This is an optimization exercise on Yosys and OpenROAD, whose aim is small area, a short achievable clock period and few clock cycles, not a production implementation. Function was checked by simulation only, so behaviour that the tests miss may differ from the original. No activity file was given, so power comes from the tool's default toggle rates.

==> flow/config.mk <==
export PLATFORM = sky130hd
export DESIGN_NAME = vadd_top
export DESIGN_NICKNAME = vadd_top
export VERILOG_FILES = /design/flow/design.v
export SDC_FILE = /design/flow/constraint.sdc
export NUM_CORES = 4
export LEC_CHECK = 0
export CAP_MARGIN = 20
export CORE_MARGIN = 2
export CORE_UTILIZATION = 40
export SLEW_MARGIN = 20
==> flow/constraint.sdc <==
create_clock -name core_clock -period 5.5 [get_ports {ap_clk}]
set_input_delay 1.1000 -clock core_clock [delete_from_list [all_inputs] [get_ports {ap_clk}]]
set_output_delay 1.1000 -clock core_clock [all_outputs]
set_load 0.01 [all_outputs]
==> flow/design.v <==
`default_nettype none
package vadd_pkg;
  localparam int addr_w    = 32;   
  localparam int len_w     = 32;   
  localparam int axi_len_w = 8;    
  typedef logic [addr_w-1:0]    addr_t;
  typedef logic [len_w-1:0]     len_t;
  typedef logic [axi_len_w-1:0] axi_len_t;   
  localparam logic vec_a = 1'b0;
  localparam logic vec_b = 1'b1;
endpackage
`default_nettype wire
`timescale 1ns/1ps
`default_nettype none
import vadd_pkg::*;
module vadd_fifo #(
  parameter int  width     = 32,
  parameter int  depth     = 32,
  parameter int  burst_len = 16
) (
  input  logic           ap_clk,
  input  logic           rst_n,
  input  logic           push,
  input  logic [width-1:0] push_data,
  input  logic           pop,
  output logic [width-1:0] pop_data,
  output logic           valid,
  output logic           has_room,
  output logic           full,
  output logic [len_w-1:0]    level
);
  localparam int ptr_w = (depth > 1) ? $clog2(depth) : 1;
  localparam int cnt_w = $clog2(depth + 1);
  localparam logic [cnt_w-1:0] room_limit = cnt_w'(depth - burst_len);   
  logic [width-1:0] mem [depth];
  logic [ptr_w-1:0] wr_ptr;
  logic [ptr_w-1:0] rd_ptr;
  logic [cnt_w-1:0] count;
  function automatic logic [ptr_w-1:0] next_ptr(input logic [ptr_w-1:0] ptr);
    next_ptr = (ptr == ptr_w'(depth - 1)) ? '0 : ptr + 1'b1;   
  endfunction
  always_ff @(posedge ap_clk) begin
    if (push) mem[wr_ptr] <= push_data;
  end
  always_ff @(posedge ap_clk or negedge rst_n) begin
    if (!rst_n) begin
      wr_ptr <= '0;
      rd_ptr <= '0;
      count  <= '0;
    end else begin
      if (push) wr_ptr <= next_ptr(wr_ptr);
      if (pop)  rd_ptr <= next_ptr(rd_ptr);
      case ({push, pop})
        2'b10:   count <= count + 1'b1;
        2'b01:   count <= count - 1'b1;
        default: count <= count;   
      endcase
    end
  end
  assign pop_data = mem[rd_ptr];    
  assign valid    = (count != '0);
  assign full     = (count == cnt_w'(depth));
  assign has_room = (count <= room_limit);
  assign level    = {{(len_w - cnt_w){1'b0}}, count};
endmodule
`default_nettype wire
`timescale 1ns/1ps
`default_nettype none
import vadd_pkg::*;
module vadd_read_master #(
  parameter int data_w    = 32,
  parameter int burst_len = 16
) (
  input  logic               ap_clk,
  input  logic               rst_n,
  input  logic               start,
  input  logic [addr_w-1:0]       a,
  input  logic [addr_w-1:0]       b,
  input  logic [len_w-1:0]        length_r,
  input  logic               arready,
  input  logic               rvalid,
  input  logic [data_w-1:0]  rdata,
  input  logic               rlast,
  input  logic               room_a,
  input  logic               room_b,
  output logic               arvalid,
  output logic [addr_w-1:0]       araddr,
  output logic [axi_len_w-1:0] arlen,
  output logic               rready,
  output logic               push_a,
  output logic               push_b,
  output logic [data_w-1:0]  push_data,
  output logic               rd_done,
  output logic               idle
);
  localparam logic [addr_w-1:0] burst_bytes = burst_len * (data_w / 8);
  localparam logic [len_w-1:0]  burst_words = burst_len;
  typedef enum logic [1:0] {
    st_idle,
    st_wait,   
    st_addr,
    st_data
  } state_e;
  state_e   state;
  logic     cur;
  logic [addr_w-1:0]       addr_a;
  logic [addr_w-1:0]       addr_b;
  logic [len_w-1:0]        rem_a;
  logic [len_w-1:0]        rem_b;
  logic [len_w-1:0]        cur_rem;
  logic [len_w-1:0]        beats;
  logic     cur_room;
  logic     beat_ok;
  logic [axi_len_w-1:0] beat_cnt;
  assign cur_rem  = (cur == vec_a) ? rem_a : rem_b;
  assign cur_room = (cur == vec_a) ? room_a : room_b;
  assign beats    = (cur_rem > burst_words) ? burst_words : cur_rem;   
  assign beat_ok  = rvalid && rready;
  assign rready    = (state == st_data);   
  assign idle      = (state == st_idle);
  assign push_a    = beat_ok && (cur == vec_a);
  assign push_b    = beat_ok && (cur == vec_b);
  assign push_data = rdata;
  always_ff @(posedge ap_clk or negedge rst_n) begin
    if (!rst_n) begin
      state    <= st_idle;
      cur      <= vec_a;
      addr_a   <= '0;
      addr_b   <= '0;
      rem_a    <= '0;
      rem_b    <= '0;
      arvalid  <= 1'b0;
      araddr   <= '0;
      arlen    <= '0;
      beat_cnt <= '0;
      rd_done  <= 1'b0;
    end else begin
      rd_done <= 1'b0;
      case (state)
        st_idle: begin
          if (start) begin
            addr_a <= a;
            addr_b <= b;
            rem_a  <= length_r;
            rem_b  <= length_r;
            cur    <= vec_a;
            if (length_r == '0) rd_done <= 1'b1;   
            else state <= st_wait;
          end
        end
        st_wait: begin
          if (cur_room) begin
            arvalid <= 1'b1;
            araddr  <= (cur == vec_a) ? addr_a : addr_b;
            arlen   <= beats[axi_len_w-1:0] - 1'b1;
            state   <= st_addr;
          end
        end
        st_addr: begin
          if (arready) begin
            arvalid  <= 1'b0;
            beat_cnt <= '0;
            state    <= st_data;
            if (cur == vec_a) begin
              addr_a <= addr_a + burst_bytes;
              rem_a  <= rem_a - beats;
            end else begin
              addr_b <= addr_b + burst_bytes;
              rem_b  <= rem_b - beats;
            end
          end
        end
        st_data: begin
          if (beat_ok) begin
            beat_cnt <= beat_cnt + 1'b1;
            if (rlast) begin
              if ((cur == vec_b) && (rem_b == '0)) begin
                rd_done <= 1'b1;   
                state   <= st_idle;
              end else begin
                cur   <= (cur == vec_a) ? vec_b : vec_a;
                state <= st_wait;
              end
            end
          end
        end
        default: state <= st_idle;
      endcase
    end
  end
endmodule
`default_nettype wire
`timescale 1ns/1ps
`default_nettype none
module vadd_adder #(
  parameter int data_w = 32
) (
  input  logic              ap_clk,
  input  logic              rst_n,
  input  logic              valid_a,
  input  logic              valid_b,
  input  logic [data_w-1:0] data_a,
  input  logic [data_w-1:0] data_b,
  input  logic              out_room,
  output logic              pop,
  output logic              push,
  output logic [data_w-1:0] push_data
);
  assign pop = valid_a && valid_b && out_room;
  always_ff @(posedge ap_clk or negedge rst_n) begin
    if (!rst_n) begin
      push <= 1'b0;
    end else begin
      push <= pop;   
    end
  end
  always_ff @(posedge ap_clk) begin
    if (pop) push_data <= data_a + data_b;   
  end
endmodule
`default_nettype wire
`timescale 1ns/1ps
`default_nettype none
import vadd_pkg::*;
module vadd_write_master #(
  parameter int data_w    = 32,
  parameter int burst_len = 16
) (
  input  logic               ap_clk,
  input  logic               rst_n,
  input  logic               start,
  input  logic [addr_w-1:0]       c,
  input  logic [len_w-1:0]        length_r,
  input  logic               fifo_valid,
  input  logic [data_w-1:0]  fifo_data,
  input  logic [len_w-1:0]        fifo_level,
  input  logic               awready,
  input  logic               wready,
  input  logic               bvalid,
  output logic               fifo_pop,
  output logic               awvalid,
  output logic [addr_w-1:0]       awaddr,
  output logic [axi_len_w-1:0] awlen,
  output logic               wvalid,
  output logic [data_w-1:0]  wdata,
  output logic               wlast,
  output logic               bready,
  output logic               wr_done,
  output logic               idle
);
  localparam logic [addr_w-1:0] burst_bytes = burst_len * (data_w / 8);
  localparam logic [len_w-1:0]  burst_words = burst_len;
  typedef enum logic [2:0] {
    st_idle,
    st_wait,   
    st_addr,
    st_data,
    st_resp
  } state_e;
  state_e   state;
  logic [addr_w-1:0]       addr_q;
  logic [len_w-1:0]        rem_q;
  logic [len_w-1:0]        beats;
  logic [axi_len_w-1:0] beat_cnt;
  logic     aw_open;
  logic     beat_ok;
  assign beats    = (rem_q > burst_words) ? burst_words : rem_q;
  assign wvalid   = (state == st_data) && fifo_valid;
  assign wdata    = fifo_data;
  assign wlast    = (state == st_data) && (beat_cnt == awlen);
  assign beat_ok  = wvalid && wready;
  assign fifo_pop = beat_ok;
  assign bready   = (state == st_resp);
  assign idle     = (state == st_idle);
  always_ff @(posedge ap_clk or negedge rst_n) begin
    if (!rst_n) begin
      state    <= st_idle;
      addr_q   <= '0;
      rem_q    <= '0;
      awvalid  <= 1'b0;
      awaddr   <= '0;
      awlen    <= '0;
      beat_cnt <= '0;
      wr_done  <= 1'b0;
    end else begin
      wr_done <= 1'b0;
      case (state)
        st_idle: begin
          if (start) begin
            addr_q <= c;
            rem_q  <= length_r;
            if (length_r == '0) wr_done <= 1'b1;
            else state <= st_wait;
          end
        end
        st_wait: begin
          if (fifo_level >= beats) begin
            awvalid <= 1'b1;
            awaddr  <= addr_q;
            awlen   <= beats[axi_len_w-1:0] - 1'b1;
            state   <= st_addr;
          end
        end
        st_addr: begin
          if (awready) begin
            awvalid  <= 1'b0;
            beat_cnt <= '0;
            addr_q   <= addr_q + burst_bytes;
            rem_q    <= rem_q - beats;
            state    <= st_data;
          end
        end
        st_data: begin
          if (beat_ok) begin
            beat_cnt <= beat_cnt + 1'b1;
            if (wlast) state <= st_resp;
          end
        end
        st_resp: begin
          if (bvalid) begin
            if (rem_q == '0) begin
              wr_done <= 1'b1;   
              state   <= st_idle;
            end else begin
              state <= st_wait;
            end
          end
        end
        default: state <= st_idle;
      endcase
    end
  end
  always_ff @(posedge ap_clk or negedge rst_n) begin
    if (!rst_n) begin
      aw_open <= 1'b0;
    end else if (awvalid && awready) begin
      aw_open <= 1'b1;
    end else if (beat_ok && wlast) begin
      aw_open <= 1'b0;
    end
  end
endmodule
`default_nettype wire
`timescale 1ns/1ps
`default_nettype none
import vadd_pkg::*;
module vadd_top #(
  parameter int data_w     = 32,
  parameter int burst_len  = 16,
  parameter int fifo_depth = 2 * burst_len
) (
  input  logic               ap_clk,
  input  logic               rst_n,
  input  logic               ap_start,
  output logic               ap_rd_done,
  output logic               ap_wr_done,
  input  logic [addr_w-1:0]       a,
  input  logic [addr_w-1:0]       b,
  input  logic [addr_w-1:0]       c,
  input  logic [len_w-1:0]        length_r,
  output logic               m_axi_gmem_arvalid,
  input  logic               m_axi_gmem_arready,
  output logic [addr_w-1:0]       m_axi_gmem_araddr,
  output logic [axi_len_w-1:0] m_axi_gmem_arlen,
  input  logic               m_axi_gmem_rvalid,
  output logic               m_axi_gmem_rready,
  input  logic [data_w-1:0]  m_axi_gmem_rdata,
  input  logic               m_axi_gmem_rlast,
  output logic               m_axi_gmem_awvalid,
  input  logic               m_axi_gmem_awready,
  output logic [addr_w-1:0]       m_axi_gmem_awaddr,
  output logic [axi_len_w-1:0] m_axi_gmem_awlen,
  output logic               m_axi_gmem_wvalid,
  input  logic               m_axi_gmem_wready,
  output logic [data_w-1:0]  m_axi_gmem_wdata,
  output logic               m_axi_gmem_wlast,
  input  logic               m_axi_gmem_bvalid,
  output logic               m_axi_gmem_bready
);
  typedef logic [data_w-1:0] word_t;
  logic  start_go;
  logic  rd_idle;
  logic  wr_idle;
  logic  push_a;
  logic  push_b;
  word_t rd_data;
  logic  room_a;
  logic  room_b;
  logic  valid_a;
  logic  valid_b;
  word_t data_a;
  word_t data_b;
  logic  pair_pop;
  logic  sum_push;
  word_t sum_data;
  logic  room_c;
  logic  valid_c;
  word_t data_c;
  logic  pop_c;
  logic [len_w-1:0]     level_c;
  assign start_go = ap_start && rd_idle && wr_idle;
  vadd_read_master #(.data_w(data_w), .burst_len(burst_len)) read_master_i (
    .ap_clk (ap_clk),             .rst_n    (rst_n),
    .start  (start_go),           .a        (a),
    .b      (b),                  .length_r (length_r),
    .arready(m_axi_gmem_arready), .rvalid   (m_axi_gmem_rvalid),
    .rdata  (m_axi_gmem_rdata),   .rlast    (m_axi_gmem_rlast),
    .room_a (room_a),             .room_b   (room_b),
    .arvalid(m_axi_gmem_arvalid), .araddr   (m_axi_gmem_araddr),
    .arlen  (m_axi_gmem_arlen),   .rready   (m_axi_gmem_rready),
    .push_a (push_a),             .push_b   (push_b),
    .push_data(rd_data),          .rd_done  (ap_rd_done),
    .idle   (rd_idle)
  );
  vadd_fifo #(.width(data_w), .depth(fifo_depth), .burst_len(burst_len)) fifo_a_i (
    .ap_clk(ap_clk), .rst_n(rst_n), .push(push_a), .push_data(rd_data), .pop(pair_pop),
    .pop_data(data_a), .valid(valid_a), .has_room(room_a), .full(), .level()
  );
  vadd_fifo #(.width(data_w), .depth(fifo_depth), .burst_len(burst_len)) fifo_b_i (
    .ap_clk(ap_clk), .rst_n(rst_n), .push(push_b), .push_data(rd_data), .pop(pair_pop),
    .pop_data(data_b), .valid(valid_b), .has_room(room_b), .full(), .level()
  );
  vadd_adder #(.data_w(data_w)) adder_i (
    .ap_clk(ap_clk), .rst_n(rst_n), .valid_a(valid_a), .valid_b(valid_b),
    .data_a(data_a), .data_b(data_b), .out_room(room_c),
    .pop(pair_pop), .push(sum_push), .push_data(sum_data)
  );
  vadd_fifo #(.width(data_w), .depth(fifo_depth), .burst_len(burst_len)) fifo_c_i (
    .ap_clk(ap_clk), .rst_n(rst_n), .push(sum_push), .push_data(sum_data), .pop(pop_c),
    .pop_data(data_c), .valid(valid_c), .has_room(room_c), .full(), .level(level_c)
  );
  vadd_write_master #(.data_w(data_w), .burst_len(burst_len)) write_master_i (
    .ap_clk    (ap_clk),             .rst_n     (rst_n),
    .start     (start_go),           .c         (c),
    .length_r  (length_r),           .fifo_valid(valid_c),
    .fifo_data (data_c),             .fifo_level(level_c),
    .awready   (m_axi_gmem_awready), .wready    (m_axi_gmem_wready),
    .bvalid    (m_axi_gmem_bvalid),  .fifo_pop  (pop_c),
    .awvalid   (m_axi_gmem_awvalid), .awaddr    (m_axi_gmem_awaddr),
    .awlen     (m_axi_gmem_awlen),   .wvalid    (m_axi_gmem_wvalid),
    .wdata     (m_axi_gmem_wdata),   .wlast     (m_axi_gmem_wlast),
    .bready    (m_axi_gmem_bready),  .wr_done   (ap_wr_done),
    .idle      (wr_idle)
  );
endmodule
`default_nettype wire
==> flow/run.sh <==
#!/bin/bash
# synth_recipe.tcl (not shown) runs the flow's synth.tcl, then flattens the netlist and writes it again
# the make line also repeats each setting of config.mk as NAME=value (left out here)
make -C /OpenROAD-flow-scripts/flow DESIGN_CONFIG=/design/flow/config.mk WORK_HOME=/design/flow/orfs CLKGATE_MAP_FILE= SYNTH_SCRIPT=/design/flow/synth_recipe.tcl finish
==> metrics.cfg <==
[finish]
nFillCells = 28965
drive_above_1_share_pct = 25.8
fin_util_pct = 46.7
stdcell_area_sq_um = 163000
nNetsFinal = 8153
syn_to_final_growth_pct = 16.3
top_regs = fifo_a_i.mem: 1024 flops, fifo_b_i.mem: 1024 flops, fifo_c_i.mem: 1024 flops

[routing]
routed_wirelength_um = 368000
antenna_left = 0
viasPerCell = 5.78
drc_errors = 0
num_vias = 73613
firstDrtPassIters = 5
drtIter0Drc = 8373
wire_per_inst_um = 28.9

[pwr]
power_leakage_uw = 0.0529
ir_worst_vdd_v = 0.000536
power.total_uw = 90400
power_density_nw_per_um2 = 556

[die]
start_util_pct = 40.1
die-width_um = 595
rows = 217
ios = 289
design.core.area_sq_um = 349000
die_y_um = 595
fp.dieArea_sq_um = 354000

[clocking]
cts_buffers = 359
cts_hold_buf = 0
cts_tree = built
clk_pin_slew_ps = 60
clock-root-buffer = clkbuf_16
clk_latency_ps = 940
htree_levels = 5
clk_path_buf_depth = 4
cts.sinks = 3443

[logic_synthesis]
synth_edf_count = 3104
synth.avg_cell_area_sq_um = 19.4
async_reset_ff_share_pct = 9.85
post-synth-top-area-cell = edfxtp_1
ys.flop_type = edfxtp_1
synth-seq-cells = 3443
ys_seq_area_share_pct = 72.7
synth_area_leaders = edfxtp_1, mux4_2, dfrtp_1
ys_types = 88
postSynthCellCount = 7196
synth_top_area_share_pct = 66.6
yosys_warnings = 4
syn_area_sq_um = 140000

[setup_path]
crit_top_cell = nand2_1
endpoint_kind = flip-flop
cp_cell_sequence = or4_1 > nor3_1 > a41o_1 > nand2_1 > nor4_4 > and2_1 > nand2_1 > ha_1 > and4_1 > o21ai_1 > a211o_1 > nand3_1 > or4_1 > o41ai_1 > buf_4 > o21ai_1 > a31o_2 > a31oi_1 > mux2i_1 > nand2_1
arrival_ps = 6070
cp-start-kind = flip-flop
critical_path_required_ps = 6260
cp_slowest_cell = or4_1
crit_fanout = 4
reg2reg_depth = 20
max_stage_delay_ps = 640
crit_type = reg2reg

[timing]
fin_skew_ps = 82.8
worstMarginPinSlew_ps = 1120
relSlewSlack_pct = 25.0
finalCriticalPeriod_ps = 5310
slew_viol_final = 0
min_period_over_period_pct = 96.6
timing.setup.tns_ps = 0
hold_viol = 0
finalWorstSetupSlack_ps = 190
setup_viol = 0
fmax_mhz = 188

[grt]
overflow = 0
grt_pass1_wl_um = 530000
antenna_found_initial = 19
grt_pass1_vias = 73888
gr-usage-all-layers_pct = 20.5
grt_max_degree = 123

[placement]
dp_slack_ps = -15.6
hpwl_um = 215000
io_buffers = 288
dpl-instance-area_sq_um = 151000
gp_congestion = 0.873

[worst_hold_path]
hold_path_class = in2async

[job]
drv_cap = 0

[run_status]
outcome = finished clean

-- routing by layer --
metal | vias to the layer above | share of wire [%] | track usage (%)
li1 | 30775 | - | -
met5 | - | 0.0046 | 0
met2 | 2726 | 49 | 33.5
met3 | 518 | 7.0 | 3.07
met1 | 39592 | 42 | 29.0
met4 | 2 | 2.4 | 5.14
-- final timing paths --
path / start / to / slack (ps)
min in group core_clock: write_master_i.addr_q[5] / write_master_i.addr_q[5] / 470
worst max-delay path: read_master_i.rem_a[30] / read_master_i.rem_a[28] / 190
max in group asynchronous: rst_n / write_master_i.beat_cnt[4] / 4070
worst min-delay path: rst_n / read_master_i.addr_b[10] / 250
worst max register to register: read_master_i.rem_a[30] / read_master_i.rem_a[28] / 190
worst min register to register: write_master_i.addr_q[5] / write_master_i.addr_q[5] / 470
-- logic make-up after synthesis --
logic type,after synthesis,share of synthesized area (%)
multiplexers,1154,17.0
AO/OA/AOI/OAI,878,3.64
XOR/XNOR,109,0.683
flip-flops,3443,72.7
adder cells (fa/ha/maj),152,1.39
buffers and inverters,461,1.24
other,1,0.00268
AND/OR/NAND/NOR,998,3.35
-- cell usage after synthesis, types with 6 or more instances --
| master | number |
|---|---|
| nand2b_1 | 22 |
| clkbuf_1 | 265 |
| xnor2_1 | 60 |
| nor3_1 | 46 |
| nand3_1 | 84 |
| a211oi_1 | 16 |
| inv_1 | 91 |
| mux2_2 | 146 |
| nand4_1 | 33 |
| nor3b_1 | 7 |
| o21ai_1 | 6 |
| dfrtp_1 | 339 |
| o31ai_1 | 18 |
| a31oi_1 | 13 |
| and4_1 | 6 |
| o22ai_1 | 55 |
| nand3b_1 | 14 |
| or3_1 | 25 |
| nor4_1 | 25 |
| o211ai_1 | 6 |
| o32ai_1 | 11 |
| nor2_1 | 261 |
| or4_1 | 13 |
| edfxtp_1 | 3104 |
| nand2_1 | 350 |
| and3_1 | 38 |
| o21a_1 | 11 |
| mux4_2 | 960 |
| o21bai_1 | 18 |
| or2_2 | 7 |
| a21o_1 | 59 |
| ha_1 | 144 |
| buf_1 | 101 |
| a21oi_1 | 346 |
| and2_1 | 12 |
| xor2_1 | 49 |
| mux2i_1 | 48 |
| o21ai_0 | 263 |
| fa_1 | 6 |
| nor2b_1 | 34 |
-- worst max-delay path, delay by kind of cell (launching register included) --
| family | cells | cell delay [ps] |
|---|---|---|
| AO/OA/AOI/OAI | 7 | 1530 |
| adder cells (fa/ha/maj) | 1 | 360 |
| buffers and inverters | 1 | 190 |
| flip-flops | 1 | 400 |
| multiplexers | 1 | 220 |
| AND/OR/NAND/NOR | 10 | 2490 |
-- placed cells by master, fill, tap and decap left out, types with 171 or more instances in the layout --
cell type	n
a21oi_1	344
buf_4	255
clkbuf_16	368
clkdlybuf4s50_1	255
dfrtp_1	322
edfxtp_1	3104
mux4_2	960
nand2_1	348
nor2_1	171
o21ai_0	262
-- power by group --
group          switching [uW]  total [uW]  internal (uW)  leakage [uW]
sequential               2600       34800          32200        0.0319
combinational           17500       32100          14600        0.0155
clock                   10100       23500          13500       0.00547
-- timing repair --
| item | CTS | global route |
|---|---|---|
| pin swaps | 0 | 0 |
| gates resized for setup | 1 | 3 |
| setup buffers | 0 | 1 |
| endpoints found under the setup margin | 1 | 9 |
-- final cells by class --
| type | count | area, sq um | share of cell area [%] |
|---|---|---|---|
| clock inverters | 199 | 1730 | 1.07 |
| multi-input cells | 3345 | 37400 | 23.0 |
| inverters | 92 | 345 | 0.212 |
| repair buffers | 593 | 6090 | 3.74 |
| well taps | 4599 | 5750 | 3.54 |
| diodes | 9 | 22.5 | 0.0138 |
| clock buffers | 448 | 9570 | 5.88 |
| flip-flops and latches | 3443 | 102000 | 62.5 |
-- stage by stage --
stage	hold WS, ps	instances
3_3_place_gp	455	12059
5_1_grt	290	12726
3_5_place_dp	463	12062
2_1_floorplan	440	7249
6_report	254	12728
4_1_cts	235	12709
Testbench counts, summed over its fixed seeds: cycles 51,934.

[re-timing with driven ports]
No port has a modelled driver above. Below, the same layout with a new extraction and two added sets of constraints.
Step 1 sets driving cells, clkbuf_16 on the clock port and buf_2 on the other inputs (assumed; they add their load-dependent delay and slew).
Step 2 adds t to the input delays and takes it off the output delays; t is the mean of the earliest and latest rising clock arrival at the registers after step 1. Input paths then give back, and output paths get back, about the clock's delay inside the block.
Slacks: ideal / step 1 / step 2; pairs: ideal / step 1.
shift t [ns]: 1.008
setup slack, ns: 0.190 / 0.190 / 0.190
hold WS [ns]: 0.254 / 0.199 / 0.473
worst register clock-pin slew, ns: 0.07 / 0.07
worst data-port slew with drivers (ns): 0.13
After both steps this run still meets setup and hold. The setup slack of this run moves by 0.000 ns with the drivers and by 0.000 ns with both steps.
